From an optimization exercise on the open Yosys and OpenROAD flow, aimed at a short achievable clock period and few clock cycles; shortcuts taken in it are not production practice.
Function was checked by simulation only, so behaviour that the tests miss may differ from the original.
The flow treats the clock pin as an ideal source, which a real chip does not have.
Power figures rest on the tool's default switching activity, not on a simulated workload.

Design cpu, start of the top module:
module cpu #(
    parameter mips_pkg::word_t RESET_PC   = 32'h0040_0000,
    parameter integer          DMEM_WORDS = 64
) (
    input  logic                clk,
    input  logic                arst_n,
    input  logic                ena,
    input  mips_pkg::word_t     instr,
    output mips_pkg::word_t     pc,
    output mips_pkg::rf_write_t wb,
    output mips_pkg::word_t     reg28
);
Settings: LEC_CHECK=0, ABC_CLOCK_PERIOD_IN_PS=1000, CAP_MARGIN=20, CELL_PAD_IN_SITES_DETAIL_PLACEMENT=1, CELL_PAD_IN_SITES_GLOBAL_PLACEMENT=2, CORE_MARGIN=2, CORE_UTILIZATION=35, PLACE_DENSITY=0.5, SETUP_SLACK_MARGIN=5, SLEW_MARGIN=20; clock period 10.0 ns.
standard.sh (not shown) runs the stock make flow with config.mk's settings and CLKGATE_MAP_FILE= SYNTH_SCRIPT=/design/flow/synth_recipe.tcl, a recipe that flattens the netlist after the stock synthesis.
==> flow/flow/run.sh <==
#!/bin/bash
set -euo pipefail
here=$(pwd)
bash standard.sh SETUP_SLACK_MARGIN=6.5 "BUFFER_PORTS_ARGS=-buffer_cell sky130_fd_sc_hd__buf_4" \
    "PRE_IO_PLACEMENT_TCL=$here/flow/io.tcl" "PRE_FLOORPLAN_TCL=$here/flow/wb_en.tcl" \
    "POST_RESIZE_TCL=$here/flow/wb_en_root.tcl" "POST_CTS_TCL=$here/flow/wb_en_root.tcl" \
    finish > standard_flow.log 2>&1
Other scripts of this flow, unchanged in this note and not shown: flow/flow/io.tcl, flow/flow/wb_en.tcl, flow/flow/wb_en_root.tcl
The first run finished clean.
Testbench counts at the start, summed over its fixed seeds: cycles 15,925.
Change:
--- a/flow/design.v
+++ b/flow/design.v
@@ -239,41 +239,40 @@
         f_rt_rf = '0;
         for (int i = 1; i < 32; i++) begin
             f_rs_rf = f_rs_rf | ({32{f_rs == 5'(i)}} & regs[i]);
             f_rt_rf = f_rt_rf | ({32{f_rt == 5'(i)}} & regs[i]);
         end
     end
     assign f_rs_val = (w_en && w_addr == f_rs) ? w_data : f_rs_rf;
     assign f_rt_val = (w_en && w_addr == f_rt) ? w_data : f_rt_rf;
-    function automatic logic [DMEM_WORDS-1:0] word_sel(input logic [7:0] ba, input logic [7:0] bb);
-        logic [7:0] x;
-        logic [7:0] g;
-        logic [7:0] o;
-        logic       c2;
-        logic [5:0] kk;
-        logic       m;
-        x  = ba ^ bb;
-        g  = ba & bb;
-        o  = ba | bb;
-        c2 = g[1] | (o[1] & g[0]);
+    logic [7:0] f_ba;
+    logic [7:0] f_bb;
+    logic       f_c2;
+    logic [7:0] f_x;
+    logic [7:0] f_g;
+    logic [7:0] f_o;
+    assign f_ba = f_rs_val[7:0];
+    assign f_bb = instr[7:0];
+    assign f_x  = f_ba ^ f_bb;
+    assign f_g  = f_ba & f_bb;
+    assign f_o  = f_ba | f_bb;
+    assign f_c2 = f_g[1] | (f_o[1] & f_g[0]);
+    always_comb begin
         for (int k = 0; k < DMEM_WORDS; k++) begin
+            logic [5:0] kk;
+            logic       m;
             kk = 6'(k);
-            m  = ((x[2] ^ kk[0]) == c2);
+            m  = ((f_x[2] ^ kk[0]) == f_c2);
             for (int i = 3; i < 8; i++) begin
-                m = m && ((x[i] ^ kk[i-2]) == (kk[i-3] ? g[i-1] : o[i-1]));
+                m = m && ((f_x[i] ^ kk[i-2]) == (kk[i-3] ? f_g[i-1] : f_o[i-1]));
             end
-            word_sel[k] = m;
+            f_sel[k] = m;
         end
-    endfunction
-    logic [DMEM_WORDS-1:0] f_sel_rf;
-    logic [DMEM_WORDS-1:0] f_sel_w;
-    assign f_sel_rf = word_sel(f_rs_rf[7:0], instr[7:0]);
-    assign f_sel_w  = word_sel(w_data[7:0], instr[7:0]);
-    assign f_sel    = (w_en && w_addr == f_rs) ? f_sel_w : f_sel_rf;
+    end
     assign f_mem = (f_op == 6'h23) || (f_op == 6'h2b);
     assign f_b_imm = (f_op != 6'h00);
     assign f_sub   = (f_op == 6'h00) && (f_fn == 6'h23 || f_fn == 6'h2a);
     assign f_b_val = (f_b_imm ? {{16{instr[15]}}, instr[15:0]} : f_rt_val) ^ {32{f_sub}};
     assign f_agi = f_mem && x_wen && (x_dest == f_rs);
     always_ff @(posedge clk or negedge arst_n) begin
         if (!arst_n) begin
             pc_q <= RESET_PC[31:2];
Result: The changed run completed with no timing, DRC or antenna violations; sequential share of layout area is higher by 0.58 points; synthesized area hardly moves; first-iteration DRC count climbs by 0.63%; design area falls by 1.1%; setup slack loses 0.0055 ns; routed wire length drops by 0.41%; die area barely changes; clock power barely changes; power falls by 7.2%; global-route usage decreases by 0.13 points; combinational power decreases by about 20%; via count goes down by 0.84%; core utilization drops by 0.27 points.
Testbench counts after the change, summed over its fixed seeds: cycles 15,925.

north:
Another version of the RTL of cpu (not shown whole).
Size: roughly 3400 flip-flops, ~140 I/O pins, ~150000 µm² of cells after synthesis.
// cpu
module cpu #(
    parameter mips_pkg::word_t RESET_PC   = 32'h0040_0000,
    parameter integer          DMEM_WORDS = 64
) (
    input  logic                clk,
    input  logic                arst_n,
    input  logic                ena,
    input  mips_pkg::word_t     instr,
    output mips_pkg::word_t     pc,
    output mips_pkg::rf_write_t wb,
    output mips_pkg::word_t     reg28
);
==> flow/config.mk <==
export PLATFORM = sky130hd
export DESIGN_NAME = cpu
export DESIGN_NICKNAME = cpu
export VERILOG_FILES = /design/flow/design.v
export SDC_FILE = /design/flow/constraint.sdc
export NUM_CORES = 4
export LEC_CHECK = 0
export ABC_CLOCK_PERIOD_IN_PS = 1000
export CAP_MARGIN = 20
export CELL_PAD_IN_SITES_DETAIL_PLACEMENT = 1
export CELL_PAD_IN_SITES_GLOBAL_PLACEMENT = 2
export CORE_MARGIN = 2
export CORE_UTILIZATION = 35
export PLACE_DENSITY = 0.5
export SETUP_SLACK_MARGIN = 5
export SLEW_MARGIN = 20
==> flow/constraint.sdc <==
create_clock -name core_clock -period 10.0 [get_ports {clk}]
set_input_delay 2.0000 -clock core_clock [delete_from_list [all_inputs] [get_ports {clk}]]
set_output_delay 2.0000 -clock core_clock [all_outputs]
set_load 0.01 [all_outputs]
==> flow/flow/run.sh <==
#!/bin/bash
set -euo pipefail
bash standard.sh SETUP_SLACK_MARGIN=6.5 "BUFFER_PORTS_ARGS=-buffer_cell sky130_fd_sc_hd__buf_4" finish > standard_flow.log 2>&1
Testbench counts of north, summed over its fixed seeds: cycles 16,049.
## Diff of input files: south against north
--- a/flow/design.v
+++ b/flow/design.v
@@ -192,20 +192,15 @@
     assign f_br_tgt = {f_hi, f_lo};
     assign f_j_tgt  = {f_pc4[31:28], instr[25:0]};
     assign f_is_j   = (f_op == 6'h02);
     assign f_is_br  = (f_op == 6'h04) || (f_op == 6'h05);
     assign f_static = instr[15] || f_op[0];
     assign f_seen   = bh_seen[pc_q[7:2]];
     assign f_last   = bh_taken[pc_q[7:2]];
-    logic x_zero;
-    logic f_fz;
-    assign f_fz     = x_wen && x_add &&
-                      (((f_rs == x_dest) && (f_rt == 5'd0)) || ((f_rt == x_dest) && (f_rs == 5'd0)));
-    assign f_pred   = f_is_j || (f_is_br && (f_fz ? (x_zero ^ f_op[0]) :
-                                             f_seen ? f_last : f_static));
+    assign f_pred   = f_is_j || (f_is_br && (f_seen ? f_last : f_static));
     logic [31:2] x_alt;
     assign f_take_br = !x_mispredict && !f_agi && f_is_br && f_pred;
     always_comb begin
         if (x_mispredict) f_other = x_alt;
         else if (f_agi)   f_other = pc_q;
         else if (f_is_j)  f_other = f_j_tgt;
         else              f_other = f_pc4;
@@ -300,15 +295,14 @@
     logic [31:0] x_load;
     logic        x_eq;
     assign x_a  = x_fwd1_rs ? w_data : x_rs_val;
     assign x_rt = x_fwd1_rt ? w_data : x_rt_val;
     assign x_bx = x_fwd1_b ? (w_data ^ {32{x_sub}}) : x_bv;
     ks_add #(.W(32)) alu_add (.a(x_a), .b(x_bx), .cin(x_sub), .sum(x_sum), .cout());
     assign x_lt = (x_a[31] ^ x_bx[31] ^ x_sub) ? x_a[31] : x_sum[31];
-    assign x_zero = &((x_a ^ x_bx) ~^ {x_a[30:0] | x_bx[30:0], x_sub});
     assign x_alu = ({32{x_add}} & x_sum) |
                    ({32{x_and}} & (x_a & x_bx)) |
                    ({32{x_or}}  & (x_a | x_bx)) |
                    {31'd0, x_slt & x_lt};
     assign x_alt = x_pred ? x_pc4 : x_tgt;
     always_comb begin
         x_load = '0;
==> notes.md <==
- south: full flow OK, the timing, DRC and antenna checks passed
- north reached the final stage; the timing, DRC and antenna checks on its layout passed.
- Last weighted congestion value of the routability-driven placer came out higher on south than on north.
- south ended up with buf_4 as its cell type of the slowest stage on the worst timing path; north ended up with or3_4.
- Taking north as the reference, in south share of the cycle needed by the critical path after routing now smaller; total power after layout now larger; multiplexer area fraction after synthesis now smaller.
- When south is measured against north, its sequential fraction of design power turns out 0.5 points lower.
- south: final layout net count lower than north
- south — xor and xnor area share after synthesis 0.21 points lower, north as reference
- south vs north, worst stage delay on the critical path went up by 440 ps.
- south -> north: core occupancy in the finished layout flat
Testbench counts of south, summed over its fixed seeds: cycles 16,332.

[port drivers added, routing unchanged]
In the flow no input, the clock included, has a driving cell. The finished layouts below were timed again as built, in two steps.
Step 1, drivers: a clkbuf_16 drives clk and a buf_2 each remaining input, both assumed.
Step 2 adds t to the input delays and takes it off the output delays; t is the mean of the earliest and latest rising clock arrival at the registers after step 1. Input paths then give back, and output paths get back, about the clock's delay inside the block.
Three values: no drivers, after step 1, after step 2; two values: the first two.
run | shift t [ns] | slack for setup (ns) | worst slew at a driven data input, ns
the first run of note 1 | 1.115 | 5.510 / 5.433 / 4.397 | 0.39
the second run of note 1 | 1.147 | 5.504 / 5.343 / 4.197 | 0.34
north | 1.124 | 5.534 / 5.451 / 4.416 | 0.23
south | 1.157 | 5.610 / 5.414 / 4.257 | 0.47
After both steps every run listed still meets setup and hold. The setup slack of south, which loses most, moves by -0.196 ns with the drivers and by -1.353 ns with both steps.
